Context: an optimization exercise on an open-source flow, tuned for small area. The choices shown serve that exercise and are no tape-out recipe. Only simulation tests tie the RTL to the original design; equivalence was not proved. Power figures rest on the tool's default switching activity, not on a simulated workload.

[design/flow/design.v]
module fract_resampler #(
    parameter int WIDTH   = 16,
    parameter int PHASE_W = 12,
    parameter int SR_BASE = 192
) (
    input  logic                 i_clk,
    input  logic                 i_rst_n,
    input  logic                 i_clear,
    input  logic [WIDTH-1:0]     i_din_i,
    input  logic [WIDTH-1:0]     i_din_q,
    input  logic                 i_din_vld,
    output logic                 o_rdy,
    output logic [2*WIDTH-1:0]   o_tdata,
    output logic                 o_tvalid,
    input  logic                 i_rdy,
    input  logic                 i_set_stb,
    input  logic [7:0]           i_set_addr,
    input  logic [31:0]          i_set_data,
    output logic [31:0]          o_out_cnt
);
    localparam logic [PHASE_W:0] STEP_ONE = {1'b1, {PHASE_W{1'b0}}};
    localparam int SUM_W = WIDTH + PHASE_W;    
    localparam int NROW  = PHASE_W / 2;        
    localparam int ROW_W = WIDTH + 2;
    localparam logic [1:0] P_FILL0 = 2'b00;
    localparam logic [1:0] P_FILL1 = 2'b01;
    localparam logic [1:0] P_LOAD  = 2'b10;
    localparam logic [SUM_W-1:0] SUM_K = SUM_W'(3 << (PHASE_W - 1))
        - SUM_W'(((1 << (2 * NROW)) - 1) / 3 * (1 << (ROW_W - 1)));
    logic [1:0] rst_sync;
    logic       rst_int_n;
    logic [1:0]                 ph;
    logic                       calc;
    logic                       bypass;
    logic                       out_vld;
    logic [PHASE_W:0]           step;
    logic [PHASE_W:0]           step_new;
    logic [PHASE_W-1:0]         mu;
    logic [PHASE_W:0]           mu_sum;
    logic [WIDTH-1:0]           nx1_i, nx1_q;    
    logic [WIDTH:0]             d_i, d_q;
    logic [WIDTH:0]             dn_i, dn_q;
    logic [WIDTH-1:0]           y_i;
    logic                       sel_i;
    logic [WIDTH-1:0]           base;
    logic [WIDTH:0]             dsel;
    logic [PHASE_W+1:0]         mu_x;
    logic                       neg_top;
    logic [SUM_W-1:0]           sum;
    logic [WIDTH-1:0]           y_out;
    logic [31:0]                out_cnt;
    logic                       in_xfer;
    logic                       out_xfer;
    logic                       step_wr;
    logic                       mode_wr;
    logic                       byp_next;
    logic                       cnt_clr;
    logic                       do_clr;
    always_ff @(posedge i_clk or negedge i_rst_n) begin
        if (!i_rst_n) begin
            rst_sync <= 2'b00;
        end else begin
            rst_sync <= {rst_sync[0], 1'b1};
        end
    end
    assign rst_int_n = rst_sync[1];
    assign o_rdy    = bypass ? (!out_vld || i_rdy) : !(out_vld || calc);
    assign in_xfer  = i_din_vld && o_rdy;
    assign out_xfer = out_vld && i_rdy;
    assign step_wr  = i_set_stb && (i_set_addr == 8'(SR_BASE));
    assign mode_wr  = i_set_stb && (i_set_addr == 8'(SR_BASE + 1));
    assign byp_next = mode_wr ? i_set_data[0] : bypass;
    assign cnt_clr  = i_clear || (mode_wr && i_set_data[1]);
    assign do_clr   = cnt_clr || (mode_wr && (i_set_data[0] != bypass));
    always_comb begin
        step_new = i_set_data[PHASE_W:0];
        if (i_set_data == 32'd0) begin
            step_new = (PHASE_W+1)'(1);
        end else if (i_set_data > 32'(STEP_ONE)) begin
            step_new = STEP_ONE;
        end
    end
    function automatic logic [WIDTH:0] sub_ripple(input logic [WIDTH:0] a, input logic [WIDTH:0] nb);
        logic c;
        c = 1'b1;
        for (int i = 0; i <= WIDTH; i++) begin
            sub_ripple[i] = a[i] ^ nb[i] ^ c;
            c = (a[i] & nb[i]) | (a[i] & c) | (nb[i] & c);
        end
    endfunction
    function automatic logic [PHASE_W:0] add_ripple(input logic [PHASE_W-1:0] a, input logic [PHASE_W:0] b);
        logic c;
        c = 1'b0;
        for (int i = 0; i < PHASE_W; i++) begin
            add_ripple[i] = a[i] ^ b[i] ^ c;
            c = (a[i] & b[i]) | (a[i] & c) | (b[i] & c);
        end
        add_ripple[PHASE_W] = b[PHASE_W] | c;
    endfunction
    function automatic logic [31:0] inc_ripple(input logic [31:0] a);
        logic c;
        c = 1'b1;
        for (int i = 0; i < 32; i++) begin
            inc_ripple[i] = a[i] ^ c;
            c = a[i] & c;
        end
    endfunction
    assign mu_sum = add_ripple(mu, step);
    assign dn_i = sub_ripple({i_din_i[WIDTH-1], i_din_i}, {nx1_i[WIDTH-1], nx1_i});
    assign dn_q = sub_ripple({i_din_q[WIDTH-1], i_din_q}, {nx1_q[WIDTH-1], nx1_q});
    assign sel_i = calc;
    assign base  = ~(sel_i ? nx1_i : nx1_q);
    assign dsel  = sel_i ? d_i : d_q;
    assign mu_x  = {1'b0, mu, 1'b0};
    assign neg_top = !mu[PHASE_W-1] && !bypass;
    logic b_one1, b_two2, b_neg3, pp4, pp5, pp6, pp7, pp8, pp9, pp10, pp11, pp12, pp13, pp14, pp15, pp16, pp17, pp18, pp19, pp20, pp21, b_one22, b_two23, b_neg24, pp25, pp26, pp27, pp28, pp29, pp30, pp31, pp32, pp33, pp34, pp35, pp36, pp37, pp38, pp39, pp40, pp41, pp42, b_one43, b_two44, b_neg45, pp46, pp47, pp48, pp49, pp50, pp51, pp52, pp53, pp54, pp55, pp56, pp57, pp58, pp59, pp60, pp61, pp62, pp63, b_one64, b_two65, b_neg66, pp67, pp68, pp69, pp70, pp71, pp72, pp73, pp74, pp75, pp76, pp77, pp78, pp79, pp80, pp81, pp82, pp83, pp84, b_one85, b_two86, b_neg87, pp88, pp89, pp90, pp91, pp92, pp93, pp94, pp95, pp96, pp97, pp98, pp99, pp100, pp101, pp102, pp103, pp104, pp105, b_one106, b_two107, b_neg108, pp109, pp110, pp111, pp112, pp113, pp114, pp115, pp116, pp117, pp118, pp119, pp120, pp121, pp122, pp123, pp124, pp125, pp126, pl127, pl128, pl129, pl130, pl131, pl132, pl133, pl134, pl135, pl136, pl137, pl138, pl139, pl140, pl141, pl142, s143, c144, s145, c146, s147, c148, s149, c150, s151, c152, s153, c154, s155, c156, s157, c158, s159, c160, s161, c162, s163, c164, s165, c166, s167, c168, s169, c170, s171, c172, s173, c174, s175, c176, s177, c178, s179, c180, s181, c182, s183, c184, s185, c186, s187, c188, s189, c190, s191, c192, s193, c194, s195, c196, s197, c198, s199, c200, s201, c202, s203, c204, s205, c206, s207, c208, s209, c210, s211, c212, s213, c214, s215, c216, s217, c218, s219, c220, s221, c222, s223, c224, s225, c226, s227, c228, s229, c230, s231, c232, s233, c234, s235, c236, s237, c238, s239, c240, s241, c242, s243, c244, s245, c246, s247, c248, s249, c250, s251, c252, s253, c254, s255, c256, s257, c258, s259, c260, s261, c262, s263, c264, s265, c266, s267, c268, s269, c270, s271, c272, s273, c274, s275, c276, s277, c278, s279, c280, s281, c282, s283, c284, s285, c286, s287, c288, s289, c290, s291, c292, s293, c294, s295, c296, s297, c298, s299, c300, s301, c302, s303, c304, s305, c306, s307, c308, s309, c310, s311, c312, s313, c314, s315, c316, s317, c318, s319, c320, s321, c322, s323, c324, s325, c326, s327, c328, s329, c330, s331, c332, s333, c334, s335, c336, s337, c338, s339, c340, s341, c342, s343, c344, s345, c346, s347, c348, s349, c350, s351, c352, s353, c354, s355, c356, s357, c358, s359, c360, s361, c362, s363, c364, s365, c366, rc367, rc368, rc369, rc370, rc371, rc372, rc373, rc374, rc375, rc376, rc377, rc378, g379, p380, g381, p382, g383, p384, g385, p386, g387, p388, g389, p390, g391, p392, g393, p394, g395, p396, g397, p398, g399, p400, g401, p402, g403, p404, g405, p406, g407, p408, g409, p410, G411, P412, G413, P414, G415, P416, G417, P418, G419, P420, G421, P422, G423, P424, G425, P426, G427, P428, G429, P430, G431, P432, G433, P434, G435, P436, G437, P438, G439, P440, G441, P442, G443, P444, G445, P446, G447, P448, G449, P450, G451, P452, G453, P454, G455, P456, G457, P458, G459, P460, G461, P462, G463, P464;
    assign b_one1 = mu_x[1] ^ mu_x[0];
    assign b_two2 = (mu_x[2] & ~mu_x[1] & ~mu_x[0]) | (~mu_x[2] & mu_x[1] & mu_x[0]);
    assign b_neg3 = mu_x[2];
    assign pp4 = ((b_one1 & dsel[0])) ^ b_neg3;
    assign pp5 = ((b_one1 & dsel[1]) | (b_two2 & dsel[0])) ^ b_neg3;
    assign pp6 = ((b_one1 & dsel[2]) | (b_two2 & dsel[1])) ^ b_neg3;
    assign pp7 = ((b_one1 & dsel[3]) | (b_two2 & dsel[2])) ^ b_neg3;
    assign pp8 = ((b_one1 & dsel[4]) | (b_two2 & dsel[3])) ^ b_neg3;
    assign pp9 = ((b_one1 & dsel[5]) | (b_two2 & dsel[4])) ^ b_neg3;
    assign pp10 = ((b_one1 & dsel[6]) | (b_two2 & dsel[5])) ^ b_neg3;
    assign pp11 = ((b_one1 & dsel[7]) | (b_two2 & dsel[6])) ^ b_neg3;
    assign pp12 = ((b_one1 & dsel[8]) | (b_two2 & dsel[7])) ^ b_neg3;
    assign pp13 = ((b_one1 & dsel[9]) | (b_two2 & dsel[8])) ^ b_neg3;
    assign pp14 = ((b_one1 & dsel[10]) | (b_two2 & dsel[9])) ^ b_neg3;
    assign pp15 = ((b_one1 & dsel[11]) | (b_two2 & dsel[10])) ^ b_neg3;
    assign pp16 = ((b_one1 & dsel[12]) | (b_two2 & dsel[11])) ^ b_neg3;
    assign pp17 = ((b_one1 & dsel[13]) | (b_two2 & dsel[12])) ^ b_neg3;
    assign pp18 = ((b_one1 & dsel[14]) | (b_two2 & dsel[13])) ^ b_neg3;
    assign pp19 = ((b_one1 & dsel[15]) | (b_two2 & dsel[14])) ^ b_neg3;
    assign pp20 = ((b_one1 & dsel[16]) | (b_two2 & dsel[15])) ^ b_neg3;
    assign pp21 = ~(((b_one1 & dsel[16]) | (b_two2 & dsel[16])) ^ b_neg3);
    assign b_one22 = mu_x[3] ^ mu_x[2];
    assign b_two23 = (mu_x[4] & ~mu_x[3] & ~mu_x[2]) | (~mu_x[4] & mu_x[3] & mu_x[2]);
    assign b_neg24 = mu_x[4];
    assign pp25 = ((b_one22 & dsel[0])) ^ b_neg24;
    assign pp26 = ((b_one22 & dsel[1]) | (b_two23 & dsel[0])) ^ b_neg24;
    assign pp27 = ((b_one22 & dsel[2]) | (b_two23 & dsel[1])) ^ b_neg24;
    assign pp28 = ((b_one22 & dsel[3]) | (b_two23 & dsel[2])) ^ b_neg24;
    assign pp29 = ((b_one22 & dsel[4]) | (b_two23 & dsel[3])) ^ b_neg24;
    assign pp30 = ((b_one22 & dsel[5]) | (b_two23 & dsel[4])) ^ b_neg24;
    assign pp31 = ((b_one22 & dsel[6]) | (b_two23 & dsel[5])) ^ b_neg24;
    assign pp32 = ((b_one22 & dsel[7]) | (b_two23 & dsel[6])) ^ b_neg24;
    assign pp33 = ((b_one22 & dsel[8]) | (b_two23 & dsel[7])) ^ b_neg24;
    assign pp34 = ((b_one22 & dsel[9]) | (b_two23 & dsel[8])) ^ b_neg24;
    assign pp35 = ((b_one22 & dsel[10]) | (b_two23 & dsel[9])) ^ b_neg24;
    assign pp36 = ((b_one22 & dsel[11]) | (b_two23 & dsel[10])) ^ b_neg24;
    assign pp37 = ((b_one22 & dsel[12]) | (b_two23 & dsel[11])) ^ b_neg24;
    assign pp38 = ((b_one22 & dsel[13]) | (b_two23 & dsel[12])) ^ b_neg24;
    assign pp39 = ((b_one22 & dsel[14]) | (b_two23 & dsel[13])) ^ b_neg24;
    assign pp40 = ((b_one22 & dsel[15]) | (b_two23 & dsel[14])) ^ b_neg24;
    assign pp41 = ((b_one22 & dsel[16]) | (b_two23 & dsel[15])) ^ b_neg24;
    assign pp42 = ~(((b_one22 & dsel[16]) | (b_two23 & dsel[16])) ^ b_neg24);
    assign b_one43 = mu_x[5] ^ mu_x[4];
    assign b_two44 = (mu_x[6] & ~mu_x[5] & ~mu_x[4]) | (~mu_x[6] & mu_x[5] & mu_x[4]);
    assign b_neg45 = mu_x[6];
    assign pp46 = ((b_one43 & dsel[0])) ^ b_neg45;
    assign pp47 = ((b_one43 & dsel[1]) | (b_two44 & dsel[0])) ^ b_neg45;
    assign pp48 = ((b_one43 & dsel[2]) | (b_two44 & dsel[1])) ^ b_neg45;
    assign pp49 = ((b_one43 & dsel[3]) | (b_two44 & dsel[2])) ^ b_neg45;
    assign pp50 = ((b_one43 & dsel[4]) | (b_two44 & dsel[3])) ^ b_neg45;
    assign pp51 = ((b_one43 & dsel[5]) | (b_two44 & dsel[4])) ^ b_neg45;
    assign pp52 = ((b_one43 & dsel[6]) | (b_two44 & dsel[5])) ^ b_neg45;
    assign pp53 = ((b_one43 & dsel[7]) | (b_two44 & dsel[6])) ^ b_neg45;
    assign pp54 = ((b_one43 & dsel[8]) | (b_two44 & dsel[7])) ^ b_neg45;
    assign pp55 = ((b_one43 & dsel[9]) | (b_two44 & dsel[8])) ^ b_neg45;
    assign pp56 = ((b_one43 & dsel[10]) | (b_two44 & dsel[9])) ^ b_neg45;
    assign pp57 = ((b_one43 & dsel[11]) | (b_two44 & dsel[10])) ^ b_neg45;
    assign pp58 = ((b_one43 & dsel[12]) | (b_two44 & dsel[11])) ^ b_neg45;
    assign pp59 = ((b_one43 & dsel[13]) | (b_two44 & dsel[12])) ^ b_neg45;
    assign pp60 = ((b_one43 & dsel[14]) | (b_two44 & dsel[13])) ^ b_neg45;
    assign pp61 = ((b_one43 & dsel[15]) | (b_two44 & dsel[14])) ^ b_neg45;
    assign pp62 = ((b_one43 & dsel[16]) | (b_two44 & dsel[15])) ^ b_neg45;
    assign pp63 = ~(((b_one43 & dsel[16]) | (b_two44 & dsel[16])) ^ b_neg45);
    assign b_one64 = mu_x[7] ^ mu_x[6];
    assign b_two65 = (mu_x[8] & ~mu_x[7] & ~mu_x[6]) | (~mu_x[8] & mu_x[7] & mu_x[6]);
    assign b_neg66 = mu_x[8];
    assign pp67 = ((b_one64 & dsel[0])) ^ b_neg66;
    assign pp68 = ((b_one64 & dsel[1]) | (b_two65 & dsel[0])) ^ b_neg66;
    assign pp69 = ((b_one64 & dsel[2]) | (b_two65 & dsel[1])) ^ b_neg66;
    assign pp70 = ((b_one64 & dsel[3]) | (b_two65 & dsel[2])) ^ b_neg66;
    assign pp71 = ((b_one64 & dsel[4]) | (b_two65 & dsel[3])) ^ b_neg66;
    assign pp72 = ((b_one64 & dsel[5]) | (b_two65 & dsel[4])) ^ b_neg66;
    assign pp73 = ((b_one64 & dsel[6]) | (b_two65 & dsel[5])) ^ b_neg66;
    assign pp74 = ((b_one64 & dsel[7]) | (b_two65 & dsel[6])) ^ b_neg66;
    assign pp75 = ((b_one64 & dsel[8]) | (b_two65 & dsel[7])) ^ b_neg66;
    assign pp76 = ((b_one64 & dsel[9]) | (b_two65 & dsel[8])) ^ b_neg66;
    assign pp77 = ((b_one64 & dsel[10]) | (b_two65 & dsel[9])) ^ b_neg66;
    assign pp78 = ((b_one64 & dsel[11]) | (b_two65 & dsel[10])) ^ b_neg66;
    assign pp79 = ((b_one64 & dsel[12]) | (b_two65 & dsel[11])) ^ b_neg66;
    assign pp80 = ((b_one64 & dsel[13]) | (b_two65 & dsel[12])) ^ b_neg66;
    assign pp81 = ((b_one64 & dsel[14]) | (b_two65 & dsel[13])) ^ b_neg66;
    assign pp82 = ((b_one64 & dsel[15]) | (b_two65 & dsel[14])) ^ b_neg66;
    assign pp83 = ((b_one64 & dsel[16]) | (b_two65 & dsel[15])) ^ b_neg66;
    assign pp84 = ~(((b_one64 & dsel[16]) | (b_two65 & dsel[16])) ^ b_neg66);
    assign b_one85 = mu_x[9] ^ mu_x[8];
    assign b_two86 = (mu_x[10] & ~mu_x[9] & ~mu_x[8]) | (~mu_x[10] & mu_x[9] & mu_x[8]);
    assign b_neg87 = mu_x[10];
    assign pp88 = ((b_one85 & dsel[0])) ^ b_neg87;
    assign pp89 = ((b_one85 & dsel[1]) | (b_two86 & dsel[0])) ^ b_neg87;
    assign pp90 = ((b_one85 & dsel[2]) | (b_two86 & dsel[1])) ^ b_neg87;
    assign pp91 = ((b_one85 & dsel[3]) | (b_two86 & dsel[2])) ^ b_neg87;
    assign pp92 = ((b_one85 & dsel[4]) | (b_two86 & dsel[3])) ^ b_neg87;
    assign pp93 = ((b_one85 & dsel[5]) | (b_two86 & dsel[4])) ^ b_neg87;
    assign pp94 = ((b_one85 & dsel[6]) | (b_two86 & dsel[5])) ^ b_neg87;
    assign pp95 = ((b_one85 & dsel[7]) | (b_two86 & dsel[6])) ^ b_neg87;
    assign pp96 = ((b_one85 & dsel[8]) | (b_two86 & dsel[7])) ^ b_neg87;
    assign pp97 = ((b_one85 & dsel[9]) | (b_two86 & dsel[8])) ^ b_neg87;
    assign pp98 = ((b_one85 & dsel[10]) | (b_two86 & dsel[9])) ^ b_neg87;
    assign pp99 = ((b_one85 & dsel[11]) | (b_two86 & dsel[10])) ^ b_neg87;
    assign pp100 = ((b_one85 & dsel[12]) | (b_two86 & dsel[11])) ^ b_neg87;
    assign pp101 = ((b_one85 & dsel[13]) | (b_two86 & dsel[12])) ^ b_neg87;
    assign pp102 = ((b_one85 & dsel[14]) | (b_two86 & dsel[13])) ^ b_neg87;
    assign pp103 = ((b_one85 & dsel[15]) | (b_two86 & dsel[14])) ^ b_neg87;
    assign pp104 = ((b_one85 & dsel[16]) | (b_two86 & dsel[15])) ^ b_neg87;
    assign pp105 = ~(((b_one85 & dsel[16]) | (b_two86 & dsel[16])) ^ b_neg87);
    assign b_one106 = mu_x[11] ^ mu_x[10];
    assign b_two107 = (mu_x[12] & ~mu_x[11] & ~mu_x[10]) | (~mu_x[12] & mu_x[11] & mu_x[10]);
    assign b_neg108 = mu_x[12];
    assign pp109 = ((b_one106 & dsel[0])) ^ b_neg108;
    assign pp110 = ((b_one106 & dsel[1]) | (b_two107 & dsel[0])) ^ b_neg108;
    assign pp111 = ((b_one106 & dsel[2]) | (b_two107 & dsel[1])) ^ b_neg108;
    assign pp112 = ((b_one106 & dsel[3]) | (b_two107 & dsel[2])) ^ b_neg108;
    assign pp113 = ((b_one106 & dsel[4]) | (b_two107 & dsel[3])) ^ b_neg108;
    assign pp114 = ((b_one106 & dsel[5]) | (b_two107 & dsel[4])) ^ b_neg108;
    assign pp115 = ((b_one106 & dsel[6]) | (b_two107 & dsel[5])) ^ b_neg108;
    assign pp116 = ((b_one106 & dsel[7]) | (b_two107 & dsel[6])) ^ b_neg108;
    assign pp117 = ((b_one106 & dsel[8]) | (b_two107 & dsel[7])) ^ b_neg108;
    assign pp118 = ((b_one106 & dsel[9]) | (b_two107 & dsel[8])) ^ b_neg108;
    assign pp119 = ((b_one106 & dsel[10]) | (b_two107 & dsel[9])) ^ b_neg108;
    assign pp120 = ((b_one106 & dsel[11]) | (b_two107 & dsel[10])) ^ b_neg108;
    assign pp121 = ((b_one106 & dsel[12]) | (b_two107 & dsel[11])) ^ b_neg108;
    assign pp122 = ((b_one106 & dsel[13]) | (b_two107 & dsel[12])) ^ b_neg108;
    assign pp123 = ((b_one106 & dsel[14]) | (b_two107 & dsel[13])) ^ b_neg108;
    assign pp124 = ((b_one106 & dsel[15]) | (b_two107 & dsel[14])) ^ b_neg108;
    assign pp125 = ((b_one106 & dsel[16]) | (b_two107 & dsel[15])) ^ b_neg108;
    assign pp126 = ~(((b_one106 & dsel[16]) | (b_two107 & dsel[16])) ^ b_neg108);
    assign pl127 = ~(dsel[0] & neg_top);
    assign pl128 = ~(dsel[1] & neg_top);
    assign pl129 = ~(dsel[2] & neg_top);
    assign pl130 = ~(dsel[3] & neg_top);
    assign pl131 = ~(dsel[4] & neg_top);
    assign pl132 = ~(dsel[5] & neg_top);
    assign pl133 = ~(dsel[6] & neg_top);
    assign pl134 = ~(dsel[7] & neg_top);
    assign pl135 = ~(dsel[8] & neg_top);
    assign pl136 = ~(dsel[9] & neg_top);
    assign pl137 = ~(dsel[10] & neg_top);
    assign pl138 = ~(dsel[11] & neg_top);
    assign pl139 = ~(dsel[12] & neg_top);
    assign pl140 = ~(dsel[13] & neg_top);
    assign pl141 = ~(dsel[14] & neg_top);
    assign pl142 = ~(dsel[15] & neg_top);
    assign s143 = pp14 ^ pp33;
    assign c144 = pp14 & pp33;
    assign s145 = pp15 ^ pp34 ^ pp53;
    assign c146 = (pp15 & pp34) | (pp15 & pp53) | (pp34 & pp53);
    assign s147 = pp16 ^ pp35 ^ pp54;
    assign c148 = (pp16 & pp35) | (pp16 & pp54) | (pp35 & pp54);
    assign s149 = pp73 ^ pp92 ^ pp111;
    assign c150 = (pp73 & pp92) | (pp73 & pp111) | (pp92 & pp111);
    assign s151 = pp17 ^ pp36 ^ pp55;
    assign c152 = (pp17 & pp36) | (pp17 & pp55) | (pp36 & pp55);
    assign s153 = pp74 ^ pp93 ^ pp112;
    assign c154 = (pp74 & pp93) | (pp74 & pp112) | (pp93 & pp112);
    assign s155 = pp18 ^ pp37 ^ pp56;
    assign c156 = (pp18 & pp37) | (pp18 & pp56) | (pp37 & pp56);
    assign s157 = pp75 ^ pp94 ^ pp113;
    assign c158 = (pp75 & pp94) | (pp75 & pp113) | (pp94 & pp113);
    assign s159 = pp19 ^ pp38 ^ pp57;
    assign c160 = (pp19 & pp38) | (pp19 & pp57) | (pp38 & pp57);
    assign s161 = pp76 ^ pp95 ^ pp114;
    assign c162 = (pp76 & pp95) | (pp76 & pp114) | (pp95 & pp114);
    assign s163 = pp20 ^ pp39 ^ pp58;
    assign c164 = (pp20 & pp39) | (pp20 & pp58) | (pp39 & pp58);
    assign s165 = pp77 ^ pp96 ^ pp115;
    assign c166 = (pp77 & pp96) | (pp77 & pp115) | (pp96 & pp115);
    assign s167 = pp21 ^ pp40 ^ pp59;
    assign c168 = (pp21 & pp40) | (pp21 & pp59) | (pp40 & pp59);
    assign s169 = pp78 ^ pp97 ^ pp116;
    assign c170 = (pp78 & pp97) | (pp78 & pp116) | (pp97 & pp116);
    assign s171 = pl132 ^ base[5];
    assign c172 = pl132 & base[5];
    assign s173 = pp41 ^ pp60 ^ pp79;
    assign c174 = (pp41 & pp60) | (pp41 & pp79) | (pp60 & pp79);
    assign s175 = pp98 ^ pp117 ^ pl133;
    assign c176 = (pp98 & pp117) | (pp98 & pl133) | (pp117 & pl133);
    assign s177 = base[6] ^ 1'b1;
    assign c178 = base[6] & 1'b1;
    assign s179 = pp42 ^ pp61 ^ pp80;
    assign c180 = (pp42 & pp61) | (pp42 & pp80) | (pp61 & pp80);
    assign s181 = pp99 ^ pp118 ^ pl134;
    assign c182 = (pp99 & pp118) | (pp99 & pl134) | (pp118 & pl134);
    assign s183 = pp62 ^ pp81 ^ pp100;
    assign c184 = (pp62 & pp81) | (pp62 & pp100) | (pp81 & pp100);
    assign s185 = pp119 ^ pl135;
    assign c186 = pp119 & pl135;
    assign s187 = pp63 ^ pp82 ^ pp101;
    assign c188 = (pp63 & pp82) | (pp63 & pp101) | (pp82 & pp101);
    assign s189 = pp83 ^ pp102;
    assign c190 = pp83 & pp102;
    assign s191 = pp10 ^ pp29;
    assign c192 = pp10 & pp29;
    assign s193 = pp11 ^ pp30;
    assign c194 = pp11 & pp30;
    assign s195 = pp12 ^ pp31 ^ pp50;
    assign c196 = (pp12 & pp31) | (pp12 & pp50) | (pp31 & pp50);
    assign s197 = pp69 ^ pp88;
    assign c198 = pp69 & pp88;
    assign s199 = pp13 ^ pp32 ^ pp51;
    assign c200 = (pp13 & pp32) | (pp13 & pp51) | (pp32 & pp51);
    assign s201 = pp70 ^ pp89;
    assign c202 = pp70 & pp89;
    assign s203 = s143 ^ pp52 ^ pp71;
    assign c204 = (s143 & pp52) | (s143 & pp71) | (pp52 & pp71);
    assign s205 = pp90 ^ pp109 ^ b_neg108;
    assign c206 = (pp90 & pp109) | (pp90 & b_neg108) | (pp109 & b_neg108);
    assign s207 = c144 ^ s145 ^ pp72;
    assign c208 = (c144 & s145) | (c144 & pp72) | (s145 & pp72);
    assign s209 = pp91 ^ pp110 ^ 1'b1;
    assign c210 = (pp91 & pp110) | (pp91 & 1'b1) | (pp110 & 1'b1);
    assign s211 = c146 ^ s147 ^ s149;
    assign c212 = (c146 & s147) | (c146 & s149) | (s147 & s149);
    assign s213 = pl127 ^ base[0] ^ 1'b1;
    assign c214 = (pl127 & base[0]) | (pl127 & 1'b1) | (base[0] & 1'b1);
    assign s215 = c148 ^ c150 ^ s151;
    assign c216 = (c148 & c150) | (c148 & s151) | (c150 & s151);
    assign s217 = s153 ^ pl128 ^ base[1];
    assign c218 = (s153 & pl128) | (s153 & base[1]) | (pl128 & base[1]);
    assign s219 = c152 ^ c154 ^ s155;
    assign c220 = (c152 & c154) | (c152 & s155) | (c154 & s155);
    assign s221 = s157 ^ pl129 ^ base[2];
    assign c222 = (s157 & pl129) | (s157 & base[2]) | (pl129 & base[2]);
    assign s223 = c156 ^ c158 ^ s159;
    assign c224 = (c156 & c158) | (c156 & s159) | (c158 & s159);
    assign s225 = s161 ^ pl130 ^ base[3];
    assign c226 = (s161 & pl130) | (s161 & base[3]) | (pl130 & base[3]);
    assign s227 = c160 ^ c162 ^ s163;
    assign c228 = (c160 & c162) | (c160 & s163) | (c162 & s163);
    assign s229 = s165 ^ pl131 ^ base[4];
    assign c230 = (s165 & pl131) | (s165 & base[4]) | (pl131 & base[4]);
    assign s231 = c164 ^ c166 ^ s167;
    assign c232 = (c164 & c166) | (c164 & s167) | (c166 & s167);
    assign s233 = s169 ^ s171 ^ 1'b1;
    assign c234 = (s169 & s171) | (s169 & 1'b1) | (s171 & 1'b1);
    assign s235 = c168 ^ c170 ^ c172;
    assign c236 = (c168 & c170) | (c168 & c172) | (c170 & c172);
    assign s237 = s173 ^ s175 ^ s177;
    assign c238 = (s173 & s175) | (s173 & s177) | (s175 & s177);
    assign s239 = c174 ^ c176 ^ c178;
    assign c240 = (c174 & c176) | (c174 & c178) | (c176 & c178);
    assign s241 = s179 ^ s181 ^ base[7];
    assign c242 = (s179 & s181) | (s179 & base[7]) | (s181 & base[7]);
    assign s243 = c180 ^ c182 ^ s183;
    assign c244 = (c180 & c182) | (c180 & s183) | (c182 & s183);
    assign s245 = s185 ^ base[8] ^ 1'b1;
    assign c246 = (s185 & base[8]) | (s185 & 1'b1) | (base[8] & 1'b1);
    assign s247 = c184 ^ c186 ^ s187;
    assign c248 = (c184 & c186) | (c184 & s187) | (c186 & s187);
    assign s249 = pp120 ^ pl136 ^ base[9];
    assign c250 = (pp120 & pl136) | (pp120 & base[9]) | (pl136 & base[9]);
    assign s251 = c188 ^ s189 ^ pp121;
    assign c252 = (c188 & s189) | (c188 & pp121) | (s189 & pp121);
    assign s253 = pl137 ^ base[10] ^ 1'b1;
    assign c254 = (pl137 & base[10]) | (pl137 & 1'b1) | (base[10] & 1'b1);
    assign s255 = c190 ^ pp84 ^ pp103;
    assign c256 = (c190 & pp84) | (c190 & pp103) | (pp84 & pp103);
    assign s257 = pp122 ^ pl138 ^ base[11];
    assign c258 = (pp122 & pl138) | (pp122 & base[11]) | (pl138 & base[11]);
    assign s259 = pp104 ^ pp123 ^ pl139;
    assign c260 = (pp104 & pp123) | (pp104 & pl139) | (pp123 & pl139);
    assign s261 = base[12] ^ 1'b1;
    assign c262 = base[12] & 1'b1;
    assign s263 = pp105 ^ pp124 ^ pl140;
    assign c264 = (pp105 & pp124) | (pp105 & pl140) | (pp124 & pl140);
    assign s265 = pp125 ^ pl141;
    assign c266 = pp125 & pl141;
    assign s267 = pp8 ^ pp27;
    assign c268 = pp8 & pp27;
    assign s269 = pp9 ^ pp28;
    assign c270 = pp9 & pp28;
    assign s271 = s191 ^ pp48 ^ pp67;
    assign c272 = (s191 & pp48) | (s191 & pp67) | (pp48 & pp67);
    assign s273 = c192 ^ s193 ^ pp49;
    assign c274 = (c192 & s193) | (c192 & pp49) | (s193 & pp49);
    assign s275 = c194 ^ s195 ^ s197;
    assign c276 = (c194 & s195) | (c194 & s197) | (s195 & s197);
    assign s277 = c196 ^ c198 ^ s199;
    assign c278 = (c196 & c198) | (c196 & s199) | (c198 & s199);
    assign s279 = c200 ^ c202 ^ s203;
    assign c280 = (c200 & c202) | (c200 & s203) | (c202 & s203);
    assign s281 = c204 ^ c206 ^ s207;
    assign c282 = (c204 & c206) | (c204 & s207) | (c206 & s207);
    assign s283 = c208 ^ c210 ^ s211;
    assign c284 = (c208 & c210) | (c208 & s211) | (c210 & s211);
    assign s285 = c212 ^ c214 ^ s215;
    assign c286 = (c212 & c214) | (c212 & s215) | (c214 & s215);
    assign s287 = c216 ^ c218 ^ s219;
    assign c288 = (c216 & c218) | (c216 & s219) | (c218 & s219);
    assign s289 = c220 ^ c222 ^ s223;
    assign c290 = (c220 & c222) | (c220 & s223) | (c222 & s223);
    assign s291 = c224 ^ c226 ^ s227;
    assign c292 = (c224 & c226) | (c224 & s227) | (c226 & s227);
    assign s293 = c228 ^ c230 ^ s231;
    assign c294 = (c228 & c230) | (c228 & s231) | (c230 & s231);
    assign s295 = c232 ^ c234 ^ s235;
    assign c296 = (c232 & c234) | (c232 & s235) | (c234 & s235);
    assign s297 = c236 ^ c238 ^ s239;
    assign c298 = (c236 & c238) | (c236 & s239) | (c238 & s239);
    assign s299 = c240 ^ c242 ^ s243;
    assign c300 = (c240 & c242) | (c240 & s243) | (c242 & s243);
    assign s301 = c244 ^ c246 ^ s247;
    assign c302 = (c244 & c246) | (c244 & s247) | (c246 & s247);
    assign s303 = c248 ^ c250 ^ s251;
    assign c304 = (c248 & c250) | (c248 & s251) | (c250 & s251);
    assign s305 = c252 ^ c254 ^ s255;
    assign c306 = (c252 & c254) | (c252 & s255) | (c254 & s255);
    assign s307 = c256 ^ c258 ^ s259;
    assign c308 = (c256 & c258) | (c256 & s259) | (c258 & s259);
    assign s309 = c260 ^ c262 ^ s263;
    assign c310 = (c260 & c262) | (c260 & s263) | (c262 & s263);
    assign s311 = c264 ^ s265 ^ base[14];
    assign c312 = (c264 & s265) | (c264 & base[14]) | (s265 & base[14]);
    assign s313 = c266 ^ pp126 ^ pl142;
    assign c314 = (c266 & pp126) | (c266 & pl142) | (pp126 & pl142);
    assign s315 = pp6 ^ pp25;
    assign c316 = pp6 & pp25;
    assign s317 = pp7 ^ pp26;
    assign c318 = pp7 & pp26;
    assign s319 = s267 ^ pp46 ^ b_neg45;
    assign c320 = (s267 & pp46) | (s267 & b_neg45) | (pp46 & b_neg45);
    assign s321 = c268 ^ s269 ^ pp47;
    assign c322 = (c268 & s269) | (c268 & pp47) | (s269 & pp47);
    assign s323 = c270 ^ s271 ^ b_neg66;
    assign c324 = (c270 & s271) | (c270 & b_neg66) | (s271 & b_neg66);
    assign s325 = c272 ^ s273 ^ pp68;
    assign c326 = (c272 & s273) | (c272 & pp68) | (s273 & pp68);
    assign s327 = c274 ^ s275 ^ b_neg87;
    assign c328 = (c274 & s275) | (c274 & b_neg87) | (s275 & b_neg87);
    assign s329 = c276 ^ s277 ^ s201;
    assign c330 = (c276 & s277) | (c276 & s201) | (s277 & s201);
    assign s331 = c278 ^ s279 ^ s205;
    assign c332 = (c278 & s279) | (c278 & s205) | (s279 & s205);
    assign s333 = c280 ^ s281 ^ s209;
    assign c334 = (c280 & s281) | (c280 & s209) | (s281 & s209);
    assign s335 = c282 ^ s283 ^ s213;
    assign c336 = (c282 & s283) | (c282 & s213) | (s283 & s213);
    assign s337 = c284 ^ s285 ^ s217;
    assign c338 = (c284 & s285) | (c284 & s217) | (s285 & s217);
    assign s339 = c286 ^ s287 ^ s221;
    assign c340 = (c286 & s287) | (c286 & s221) | (s287 & s221);
    assign s341 = c288 ^ s289 ^ s225;
    assign c342 = (c288 & s289) | (c288 & s225) | (s289 & s225);
    assign s343 = c290 ^ s291 ^ s229;
    assign c344 = (c290 & s291) | (c290 & s229) | (s291 & s229);
    assign s345 = c292 ^ s293 ^ s233;
    assign c346 = (c292 & s293) | (c292 & s233) | (s293 & s233);
    assign s347 = c294 ^ s295 ^ s237;
    assign c348 = (c294 & s295) | (c294 & s237) | (s295 & s237);
    assign s349 = c296 ^ s297 ^ s241;
    assign c350 = (c296 & s297) | (c296 & s241) | (s297 & s241);
    assign s351 = c298 ^ s299 ^ s245;
    assign c352 = (c298 & s299) | (c298 & s245) | (s299 & s245);
    assign s353 = c300 ^ s301 ^ s249;
    assign c354 = (c300 & s301) | (c300 & s249) | (s301 & s249);
    assign s355 = c302 ^ s303 ^ s253;
    assign c356 = (c302 & s303) | (c302 & s253) | (s303 & s253);
    assign s357 = c304 ^ s305 ^ s257;
    assign c358 = (c304 & s305) | (c304 & s257) | (s305 & s257);
    assign s359 = c306 ^ s307 ^ s261;
    assign c360 = (c306 & s307) | (c306 & s261) | (s307 & s261);
    assign s361 = c308 ^ s309 ^ base[13];
    assign c362 = (c308 & s309) | (c308 & base[13]) | (s309 & base[13]);
    assign s363 = c310 ^ s311 ^ 1'b1;
    assign c364 = (c310 & s311) | (c310 & 1'b1) | (s311 & 1'b1);
    assign s365 = c312 ^ s313 ^ base[15];
    assign c366 = (c312 & s313) | (c312 & base[15]) | (s313 & base[15]);
    assign rc367 = (pp4 & b_neg3) | (pp4 & 1'b0) | (b_neg3 & 1'b0);
    assign rc368 = (pp5 & 1'b0) | (pp5 & rc367) | (1'b0 & rc367);
    assign rc369 = (s315 & b_neg24) | (s315 & rc368) | (b_neg24 & rc368);
    assign rc370 = (c316 & s317) | (c316 & rc369) | (s317 & rc369);
    assign rc371 = (c318 & s319) | (c318 & rc370) | (s319 & rc370);
    assign rc372 = (c320 & s321) | (c320 & rc371) | (s321 & rc371);
    assign rc373 = (c322 & s323) | (c322 & rc372) | (s323 & rc372);
    assign rc374 = (c324 & s325) | (c324 & rc373) | (s325 & rc373);
    assign rc375 = (c326 & s327) | (c326 & rc374) | (s327 & rc374);
    assign rc376 = (c328 & s329) | (c328 & rc375) | (s329 & rc375);
    assign rc377 = (c330 & s331) | (c330 & rc376) | (s331 & rc376);
    assign rc378 = (c332 & s333) | (c332 & rc377) | (s333 & rc377);
    assign g379 = c334 & s335;
    assign p380 = c334 ^ s335;
    assign g381 = c336 & s337;
    assign p382 = c336 ^ s337;
    assign g383 = c338 & s339;
    assign p384 = c338 ^ s339;
    assign g385 = c340 & s341;
    assign p386 = c340 ^ s341;
    assign g387 = c342 & s343;
    assign p388 = c342 ^ s343;
    assign g389 = c344 & s345;
    assign p390 = c344 ^ s345;
    assign g391 = c346 & s347;
    assign p392 = c346 ^ s347;
    assign g393 = c348 & s349;
    assign p394 = c348 ^ s349;
    assign g395 = c350 & s351;
    assign p396 = c350 ^ s351;
    assign g397 = c352 & s353;
    assign p398 = c352 ^ s353;
    assign g399 = c354 & s355;
    assign p400 = c354 ^ s355;
    assign g401 = c356 & s357;
    assign p402 = c356 ^ s357;
    assign g403 = c358 & s359;
    assign p404 = c358 ^ s359;
    assign g405 = c360 & s361;
    assign p406 = c360 ^ s361;
    assign g407 = c362 & s363;
    assign p408 = c362 ^ s363;
    assign g409 = c364 & s365;
    assign p410 = c364 ^ s365;
    assign G411 = g379 | (p380 & rc378);
    assign P412 = p380 & 1'b0;
    assign G413 = g383 | (p384 & g381);
    assign P414 = p384 & p382;
    assign G415 = g387 | (p388 & g385);
    assign P416 = p388 & p386;
    assign G417 = g391 | (p392 & g389);
    assign P418 = p392 & p390;
    assign G419 = g395 | (p396 & g393);
    assign P420 = p396 & p394;
    assign G421 = g399 | (p400 & g397);
    assign P422 = p400 & p398;
    assign G423 = g403 | (p404 & g401);
    assign P424 = p404 & p402;
    assign G425 = g407 | (p408 & g405);
    assign P426 = p408 & p406;
    assign G427 = G413 | (P414 & G411);
    assign P428 = P414 & P412;
    assign G429 = G417 | (P418 & G415);
    assign P430 = P418 & P416;
    assign G431 = G421 | (P422 & G419);
    assign P432 = P422 & P420;
    assign G433 = G425 | (P426 & G423);
    assign P434 = P426 & P424;
    assign G435 = G429 | (P430 & G427);
    assign P436 = P430 & P428;
    assign G437 = G433 | (P434 & G431);
    assign P438 = P434 & P432;
    assign G439 = G437 | (P438 & G435);
    assign P440 = P438 & P436;
    assign G441 = G431 | (P432 & G435);
    assign P442 = P432 & P436;
    assign G443 = G415 | (P416 & G427);
    assign P444 = P416 & P428;
    assign G445 = G419 | (P420 & G435);
    assign P446 = P420 & P436;
    assign G447 = G423 | (P424 & G441);
    assign P448 = P424 & P442;
    assign G449 = g381 | (p382 & G411);
    assign P450 = p382 & P412;
    assign G451 = g385 | (p386 & G427);
    assign P452 = p386 & P428;
    assign G453 = g389 | (p390 & G443);
    assign P454 = p390 & P444;
    assign G455 = g393 | (p394 & G435);
    assign P456 = p394 & P436;
    assign G457 = g397 | (p398 & G445);
    assign P458 = p398 & P446;
    assign G459 = g401 | (p402 & G441);
    assign P460 = p402 & P442;
    assign G461 = g405 | (p406 & G447);
    assign P462 = p406 & P448;
    assign G463 = g409 | (p410 & G439);
    assign P464 = p410 & P440;
    assign sum[12] = p380 ^ rc378;
    assign sum[13] = p382 ^ G411;
    assign sum[14] = p384 ^ G449;
    assign sum[15] = p386 ^ G427;
    assign sum[16] = p388 ^ G451;
    assign sum[17] = p390 ^ G443;
    assign sum[18] = p392 ^ G453;
    assign sum[19] = p394 ^ G435;
    assign sum[20] = p396 ^ G455;
    assign sum[21] = p398 ^ G445;
    assign sum[22] = p400 ^ G457;
    assign sum[23] = p402 ^ G441;
    assign sum[24] = p404 ^ G459;
    assign sum[25] = p406 ^ G447;
    assign sum[26] = p408 ^ G461;
    assign sum[27] = p410 ^ G439;
    assign y_out = sum[PHASE_W +: WIDTH];
    assign o_tdata   = {y_i, y_out};
    assign o_tvalid  = out_vld;
    assign o_out_cnt = out_cnt;
    always_ff @(posedge i_clk) begin
        if (in_xfer) begin
            nx1_i <= ~i_din_i;
            nx1_q <= ~i_din_q;
            d_i  <= dn_i;
            d_q  <= dn_q;
        end
        if (sel_i) begin
            y_i <= y_out;
        end else if (bypass && in_xfer) begin
            y_i <= i_din_i;
        end
    end
    always_ff @(posedge i_clk) begin
        if (do_clr || (!bypass && (ph == P_FILL1) && in_xfer)) begin
            mu <= '0;
        end else if (!bypass && out_xfer) begin
            mu <= mu_sum[PHASE_W-1:0];
        end
    end
    always_ff @(posedge i_clk or negedge rst_int_n) begin
        if (!rst_int_n) begin
            ph       <= P_FILL0;
            calc     <= 1'b0;
            bypass   <= 1'b0;
            step     <= STEP_ONE;
            out_vld  <= 1'b0;
            out_cnt  <= '0;
        end else begin
            if (step_wr) begin
                step <= step_new;
            end
            if (mode_wr) begin
                bypass <= i_set_data[0];
            end
            if (cnt_clr) begin
                out_cnt <= '0;
            end else if (out_xfer) begin
                out_cnt <= inc_ripple(out_cnt);
            end
            if (do_clr) begin
                ph      <= P_FILL0;
                calc    <= 1'b0;
                out_vld <= 1'b0;
            end else if (bypass) begin
                if (in_xfer) begin
                    out_vld <= 1'b1;
                end else if (out_xfer) begin
                    out_vld <= 1'b0;
                end
            end else if (out_vld) begin
                if (i_rdy) begin
                    out_vld <= 1'b0;
                    if (mu_sum[PHASE_W]) begin
                        ph <= P_LOAD;
                    end else begin
                        calc <= 1'b1;
                    end
                end
            end else if (calc) begin
                calc    <= 1'b0;
                out_vld <= 1'b1;
            end else if (in_xfer) begin
                if (ph == P_FILL0) begin
                    ph <= P_FILL1;
                end else begin
                    calc <= 1'b1;
                end
            end
        end
    end
endmodule
[design/flow/flow/run.sh]
#!/bin/bash
# Layout flow: the standard flow (standard.sh) with three changes:
#  - synthesis maps with flow/abc_area.script, an area-oriented ABC script (a copy of ORFS's
#    scripts folder with only that file replaced; registers are untouched by ABC);
#  - port buffers use the smallest buffer cell, sky130_fd_sc_hd__buf_1;
#  - clock tree synthesis uses clkbuf_8 buffers and inserts no dummy loads.
# Each make run's full output goes to its own log here; ORFS keeps per-step logs in orfs/logs/.
set -euo pipefail
rm -rf scripts_abc
cp -r "$FLOW_HOME/scripts" scripts_abc
cp flow/abc_area.script scripts_abc/abc_area.script
bash standard.sh "SCRIPTS_DIR=$PWD/scripts_abc" "SYNTH_ARGS=-noabc" synth > synth_make.log 2>&1
bash standard.sh "BUFFER_PORTS_ARGS=-buffer_cell sky130_fd_sc_hd__buf_1" \
  "CTS_ARGS=-sink_clustering_enable -repair_clock_nets -dont_use_dummy_load -buf_list sky130_fd_sc_hd__clkbuf_8" \
  finish > flow_make.log 2>&1
[design/flow/flow/abc_area.script]
&get -n
&st
&dch
&nf -R 1000
&put
topo
stime -c
[design/flow/standard.sh]
#!/bin/bash
# synth_recipe.tcl (not shown) runs the flow's synth.tcl, then flattens the netlist and writes it again
# the make line also repeats each setting of config.mk as NAME=value (left out here)
make -C /OpenROAD-flow-scripts/flow DESIGN_CONFIG=/design/flow/config.mk WORK_HOME=/design/flow/orfs CLKGATE_MAP_FILE= SYNTH_SCRIPT=/design/flow/synth_recipe.tcl "${@:-finish}"
[design/flow/config.mk]
export PLATFORM = sky130hd
export DESIGN_NAME = fract_resampler
export DESIGN_NICKNAME = fract_resampler
export VERILOG_FILES = /design/flow/design.v
export SDC_FILE = /design/flow/constraint.sdc
export NUM_CORES = 4
export LEC_CHECK = 0
export ABC_AREA = 1
export ABC_CLOCK_PERIOD_IN_PS = 9500
export CAP_MARGIN = 20
export CORE_MARGIN = 2
export CORE_UTILIZATION = 40
export SLEW_MARGIN = 20
[design/flow/constraint.sdc]
create_clock -name core_clock -period 9.5 [get_ports {i_clk}]
set_input_delay 1.9000 -clock core_clock [delete_from_list [all_inputs] [get_ports {i_clk}]]
set_output_delay 1.9000 -clock core_clock [all_outputs]
set_load 0.01 [all_outputs]
==> results of run 1 <==
## sequential cells by signal (all words and copies together) (netlist names)
name	cells
calc	1
bypass	1
d_i	17
d_q	17
y_i	16
mu	12
nx1_i	16
out_vld	1
out_cnt	32
rst_sync	2
step	13
ph	2
nx1_q	16
## metal layers
layer  track usage, %  wire length, µm  share of wire [%]
met1            25.86            12460                 45
met3            4.221             1291                4.7
met5                0                0                  0
met2            31.31            13350                 49
met4            4.622              365                1.3
## cell usage in the layout, fill, tap and decap left out, types with 38 or more instances in the layout
cell / n
buf_1: 143
buf_4: 42
clkinv_1: 90
dfrtp_1: 49
edfxtp_1: 82
fa_1: 138
ha_1: 69
nand2_1: 124
nand3_1: 38
o22ai_1: 98
xor2_1: 104
## worst max-delay path by stage
stage	from	endpoint	slack (ps)	cells after the start
6_report	calc$_DFFE_PN0P_	o_tdata[15]	510	25
5_1_grt	calc$_DFFE_PN0P_	o_tdata[14]	0.2	27
4_1_cts	calc$_DFFE_PN0P_	o_tdata[14]	430	27
3_5_place_dp	i_din_i[0]	d_i[15]$_DFFE_PP_	830	21
3_3_place_gp	i_din_i[0]	d_i[15]$_DFFE_PP_	820	21
2_1_floorplan	calc$_DFFE_PN0P_	o_tdata[14]	570	22
## cell type report
type | count | area, µm² | area share [%]
well taps | 384 | 480.5 | 3.652
inverters | 91 | 341.6 | 2.596
repair buffers | 185 | 852.1 | 6.476
multi-input cells | 783 | 7242 | 55.04
flip-flops and latches | 146 | 4008 | 30.46
clock buffers | 17 | 234.0 | 1.778
## metrics by stage
| stage | worst slack (ps) | instances |
|---|---|---|
| floorplan | 573.5 | 1020 |
| global placement | 815.7 | 1589 |
| detailed placement | 828.0 | 1589 |
| CTS | 434.5 | 1606 |
| global route | 0.2132 | 1606 |
| finish | 511.1 | 1606 |
## cell families after synthesis
kind of cell / Yosys count / synth area share [%]
AO/OA/AOI/OAI: 191 / 10.18
XOR/XNOR: 126 / 9.529
adder cells (fa/ha/maj): 207 / 31.31
buffers and inverters: 91 / 2.949
flip-flops: 146 / 34.58
multiplexers: 34 / 3.057
other: 1 / 0.03238
AND/OR/NAND/NOR: 224 / 8.362
## power groups by stage
stage               clock network [mW]  logic (mW)  registers [mW]
finish                           0.379        2.28           0.928
global route                     0.413        2.57           0.945
CTS                              0.391        2.31           0.931
detailed placement                   0        2.30           0.944
global placement                     0        2.26           0.940
floorplan                            0        1.48           0.965
==> run notes, run 1 <==
post-synth top area share -> 23.85%
sequential area share after synthesis -> 34.58%
Inserted Clock Buffers -> 17
Initial Util -> 40.46%
Hold WS -> 343.8 ps
clk_skew -> 51.96 ps
Max FO, Critical Path -> 23
Comb pwr share -> 63.6%
commonest cells in the netlist -> fa_1 (138), nand2_1 (124), xor2_1 (104)
n_diodes -> 0
dpl cell area -> 12920 µm²
CP max stage delay -> 690 ps
final setup fails -> 0
cells taking the most area after synthesis -> fa_1 (24%), edfxtp_1 (21%), dfrtp_1 (11%), xor2_1 (7.9%), ha_1 (7.5%)
CP bufs+invs -> 3
CTS tree -> built
Fillers -> 2685
nets@finish -> 1509
H-Tree Depth -> 4
cts repair resizes -> 0
synthesis-to-finish area growth -> 13.61%
critical path's slowest cell -> dfrtp_2
cell accounting for the most synthesized area -> fa_1
syn_area_per_cell -> 11.35 µm²
Mapped Nets -> 1305
Util after Layout -> 45.97%
Pint -> 1.861 mW
DR vias -> 8330
drt wl/cell -> 17.10 µm
Final period util -> 94.62%
Hold Vio Cnt, Final -> 0
Pwr Total -> 3.588 mW
initial antenna violation count -> 0
most frequent cell after synthesis -> fa_1
critical path class -> reg -> out
root buf cell -> clkbuf_8
reg-to-reg startpoint -> nx1_i[0]$_DFFE_PP_
cells after synthesis -> 1020
Crit path max-delay family -> compound AO/OA/AOI/OAI gates
Max IR drop VDD -> 0.1528 mV
Cell Area, Synth -> 11580 µm²
die area -> 30330 µm²
Hold Path Class -> reg -> async
clk slew on worst S/H paths -> 120 ps
Yosys Warn Count -> 1
Chip Height -> 174.2 µm
ys async rst share -> 35.62%
pwr dens -> 272.7 nW/µm²
most common flop cell mapped by yosys -> edfxtp_1
DRT iter0 DRCs -> 496
Clock power frac -> 10.6%
post-CTS setup buffer count -> 0
DRC Markers -> 0
switching power -> 1.727 mW
gpl congestion -> 0.8132
R2R Setup Slk -> 2430 ps
CP Launch Type -> register
post-cts hold buffer count -> 0
fin area -> 13160 µm²
post-route ant nets -> 0
core area -> 28630 µm²
pin count of the biggest net entering global routing -> 70
worst slew pin tran -> 1037 ps
fmax -> 111.2 MHz
clock sink total -> 146
I/O pins -> 144
RSZ-0062 raised after global routing -> no
sw frac -> 48.12%
most frequent CP cell -> nand3_1
Lkg Pwr -> 6.051 nW
Clock Latency Late Sink -> 470 ps
WP data arrival -> 7090 ps
setup TNS -> 0 ps
floorplan row count -> 62
Final min period -> 8989 ps
Post-synth EDFFs -> 82
TritonRoute pass-1 iters -> 5
flops & latches, synth -> 146
Vias/cell -> 5.187
MaxCap Viol Count -> 0
Synth cell types -> 42
clk buf depth -> 2
GRT Total Usage -> 19.08%
worst reg2reg path depth -> 20
critical path required time -> 7600 ps
crit path capture type -> primary output
Slew Limit Headroom -> 30.86%
Flop pwr share -> 25.9%
RR Endpoint -> d_i[15]$_DFFE_PP_
DP HPWL -> 20.67 mm
Die Span X -> 174.2 µm
global route overflow -> 0
Final Slew Violations -> 0
Port Buffers -> 143
Post-Route WL -> 27.47 mm
first-pass GRT wire length -> 46.02 mm
status -> no timing/DRC/antenna violations
vias in the first global route -> 8684
layout cells sized above 1 -> 5.319%
==> run 2, diff against run 1 <==
--- a/design/flow/config.mk
+++ b/design/flow/config.mk
@@ -11,3 +11,3 @@
 export CORE_MARGIN = 2
-export CORE_UTILIZATION = 40
+export CORE_UTILIZATION = 65
 export SLEW_MARGIN = 20
==> run 2 against run 1 <==
Compared with the run above:
- largest cell class unchanged
- total power decreased by 0.88%
- highest routed layer unchanged
- critical endpoint is now o_tdata[14]
- clock skew decreased by 3.1 ps
- sequential cell count unchanged
- cell area decreased by 1.6%
- critical path type unchanged
- combinational power about the same
- via count increased by 1.8%
==> run notes, run 2 <==
Yosys Warn Count -> 1 (unchanged)
Initial Util -> 66.72% (+26 points)
ys async rst share -> 35.62% (unchanged)
critical path class -> reg -> out
fmax -> 111.8 MHz (+0.53%)
flops & latches, synth -> 146 (unchanged)
hold wc startpoint -> rst_sync[0]$_DFF_PN0_
Lkg Pwr -> 6.048 nW (about the same)
DR vias -> 8481 (+1.8%)
gpl congestion -> 0.9758 (+20%)
post-route worst setup slack -> 558.2 ps (+47.10 ps)
floorplan row count -> 48 (-23%)
MaxCap Viol Count -> 0 (unchanged)
clk_skew -> 48.81 ps (-3.141 ps)
Post-synth EDFFs -> 82 (unchanged)
R2R Setup Slk -> 2640 ps (+210 ps)
worst reg2reg path depth -> 20 (unchanged)
vias in the first global route -> 8615 (-0.79%)
syn_area_per_cell -> 11.35 µm² (unchanged)
post-cts hold buffer count -> 0 (unchanged)
Slew Limit Headroom -> 31.32% (+0.46 points)
Hold WS -> 364.2 ps (+20.37 ps)
cts repair resizes -> 0 (unchanged)
fin area -> 12950 µm² (-1.6%)
Fillers -> 1301 (-52%)
most frequent cell after synthesis -> fa_1
layout cells sized above 1 -> 5.242% (-0.078 points)
drt wl/cell -> 18.24 µm (+6.7%)
pin count of the biggest net entering global routing -> 70 (unchanged)
Cell Area, Synth -> 11580 µm² (unchanged)
dpl cell area -> 12720 µm² (-1.6%)
DRC Markers -> 0 (unchanged)
first-pass GRT wire length -> 43.26 mm (-6.0%)
nets@finish -> 1508 (-0.066%)
Max FO, Critical Path -> 19 (-17%)
pwr dens -> 274.6 nW/µm² (+0.70%)
n_diodes -> 0 (unchanged)
pre-CTS setup slack -> 985.4 ps (+157.5 ps)
TritonRoute pass-1 iters -> 6 (+1)
top flop regs -> out_cnt: 32 flops, d_i: 17 flops, d_q: 17 flops
cells after synthesis -> 1020 (unchanged)
RSZ-0062 raised after global routing -> no
crit path capture type -> primary output
die area -> 18900 µm² (-38%)
status -> no timing/DRC/antenna violations
post-CTS setup buffer count -> 0 (unchanged)
Chip Height -> 137.5 µm (-21%)
DRT iter0 DRCs -> 559 (+13%)
cells taking the most area after synthesis -> fa_1 (24%), edfxtp_1 (21%), dfrtp_1 (11%), xor2_1 (7.9%), ha_1 (7.5%)
most common flop cell mapped by yosys -> edfxtp_1
Hold Path End -> rst_sync[1]$_DFF_PN0_
commonest cells in the netlist -> fa_1 (138), nand2_1 (124), xor2_1 (104)
cell accounting for the most synthesized area -> fa_1
commonest non-fill, non-tap cell in the layout -> buf_1
Vias/cell -> 5.865 (+13%)
GRT Total Usage -> 30.04% (+11 points)
most flop-heavy register -> out_cnt
setup TNS -> 0 ps (unchanged)
Hold Path Class -> reg -> reg
global route overflow -> 0 (unchanged)
critical path required time -> 7600 ps (about the same)
sequential area share after synthesis -> 34.58% (unchanged)
Mapped Nets -> 1305 (unchanged)
root buf cell -> clkbuf_8
I/O pins -> 144 (unchanged)
CP Launch Type -> register
WP data arrival -> 7040 ps (-50 ps)
Hold Vio Cnt, Final -> 0 (unchanged)
Final Slew Violations -> 0 (unchanged)
Synth cell types -> 42 (unchanged)
Final period util -> 94.12% (-0.50 points)
Die Span X -> 137.5 µm (-21%)
Largest register FFs -> 32 (unchanged)
reg-to-reg startpoint -> nx1_q[0]$_DFFE_PP_
H-Tree Depth -> 4 (unchanged)
final setup fails -> 0 (unchanged)
synthesis-to-finish area growth -> 11.83%
post-route ant nets -> 0 (unchanged)
Max IR drop VDD -> 0.4077 mV (+170%)
clk slew on worst S/H paths -> 90 ps (-30 ps)
Post-Route WL -> 26.38 mm (-4.0%)
post-synth top area share -> 23.85% (unchanged)
Inserted Clock Buffers -> 17 (unchanged)
worst hold path depth -> 0
CTS tree -> built
core area -> 17360 µm² (-39%)
Clock Latency Late Sink -> 470 ps (about the same)
clk buf depth -> 2 (unchanged)
worst slew pin tran -> 1028 ps (-9.392 ps)
most frequent cells in the layout -> buf_1 (143), fa_1 (138), nand2_1 (124)
DP HPWL -> 19.95 mm (-3.5%)
clock sink total -> 146 (unchanged)
Port Buffers -> 143 (unchanged)
RR Endpoint -> d_q[15]$_DFFE_PP_
Final min period -> 8942 ps (-47.10 ps)
initial antenna violation count -> 0 (unchanged)
run 2: cell counts after synthesis:
No cell type changed its count.
run 2: routing by layer:
| metal | part of all wire (%) | vias up | wire, µm | GRT usage, % |
|---|---|---|---|---|
| li1 | - | 3969 | - | - |
| met1 | 43 | 4137 | 11290 | 40.87 |
| met2 | 49 | 322 | 12860 | 48.81 |
| met3 | 5.9 | 53 | 1569 | 5.445 |
| met4 | 2.5 | 0 | 660 | 11.05 |
| met5 | 0 | - | 0 | 0 |
run 2: logic make-up after synthesis:
logic type                 share of synthesized area [%]
adders and majority gates                          31.31
buffers and inverters                              2.949
other                                            0.03238
xor gates and xnor gates                           9.529
muxes                                              3.057
and+or+nand+nor                                    8.362
DFF                                                34.58
AOI/OAI and AO/OA                                  10.18
run 2: critical path, stage by stage (launching register included):
cell and delay, ps:
dfxtp_1 740, xnor2_1 180, buf_4 280, nand2_1 450, o22ai_1 320, xor2_1 210, fa_1 460, fa_1 510
fa_1 430, fa_1 470, fa_1 460, nand3_1 110, nand2_1 90, nand3_1 90, nand2_1 90, a21o_1 190
a21o_1 200, nand3_1 110, o21ai_0 200, nand3_1 180, nand2_1 80, fa_1 380, xor2_1 180, buf_1 170
run 2: cell type report:
class | count | area (µm²) | share of cell area [%]
repair buffers | 184 | 844.6 | 6.521
clock buffers | 17 | 234.0 | 1.807
multi-input cells | 783 | 7242 | 55.92
flip-flops and latches | 146 | 4008 | 30.94
well taps | 225 | 281.5 | 2.174
inverters | 91 | 341.6 | 2.637
run 2: where the power goes:
group,switching [mW],total (mW),internal (mW)
Combinational,1.42,2.25,0.835
Sequential,0.0742,0.935,0.861
Clock,0.213,0.371,0.158
run 2: stage by stage:
| step | utilization (%) | power, mW | cells |
|---|---|---|---|
| floorplan | - | 2.445 | 1020 |
| global placement | 73.27 | 3.146 | 1429 |
| detailed placement | 73.27 | 3.195 | 1429 |
| CTS | 74.62 | 3.584 | 1446 |
| global route | 74.62 | 3.871 | 1446 |
| finish | 74.62 | 3.556 | 1446 |
run 2: worst max-delay path by stage:
stage / start / end / slack (ps) / cells past startpoint
after global routing: mu[9]$_SDFFE_PP0P_ / o_tdata[14] / 120 / 23
after detailed placement: i_din_i[0] / d_i[15]$_DFFE_PP_ / 990 / 21
after global placement: i_din_i[0] / d_i[15]$_DFFE_PP_ / 1040 / 21
final: mu[9]$_SDFFE_PP0P_ / o_tdata[14] / 560 / 23
after floorplan: calc$_DFFE_PN0P_ / o_tdata[14] / 570 / 22
after CTS: calc$_DFFE_PN0P_ / o_tdata[14] / 540 / 22

-- port drivers added, routing unchanged --
In the flow no input, the clock included, has a driving cell. The finished layouts below were timed again as built, in two steps.
Step 1 (the two cells are an assumption about what drives the block):
set clk [get_ports {i_clk}]
set_driving_cell -lib_cell sky130_fd_sc_hd__clkbuf_16 $clk
set_driving_cell -lib_cell sky130_fd_sc_hd__buf_2 [delete_from_list [all_inputs] $clk]
Step 2 adds t to the input delays and takes it off the output delays; t is the mean of the earliest and latest rising clock arrival at the registers after step 1. Input paths then give back, and output paths get back, about the clock's delay inside the block.
Slacks: no drivers / after step 1 / after step 2; pairs: no drivers / after step 1.
run | t, ns | slack for setup (ns) | hold slack, ns | worst setup path after step 2 | pins driven straight from the clock port
run 1 | 0.493 | 0.511 / 0.464 / 0.785 | 0.344 / 0.344 / 0.344 | input to register | 1
run 2 | 0.490 | 0.558 / 0.516 / 1.006 | 0.364 / 0.364 / 0.364 | register to output | 1
After both steps setup and hold are still met in every run listed.
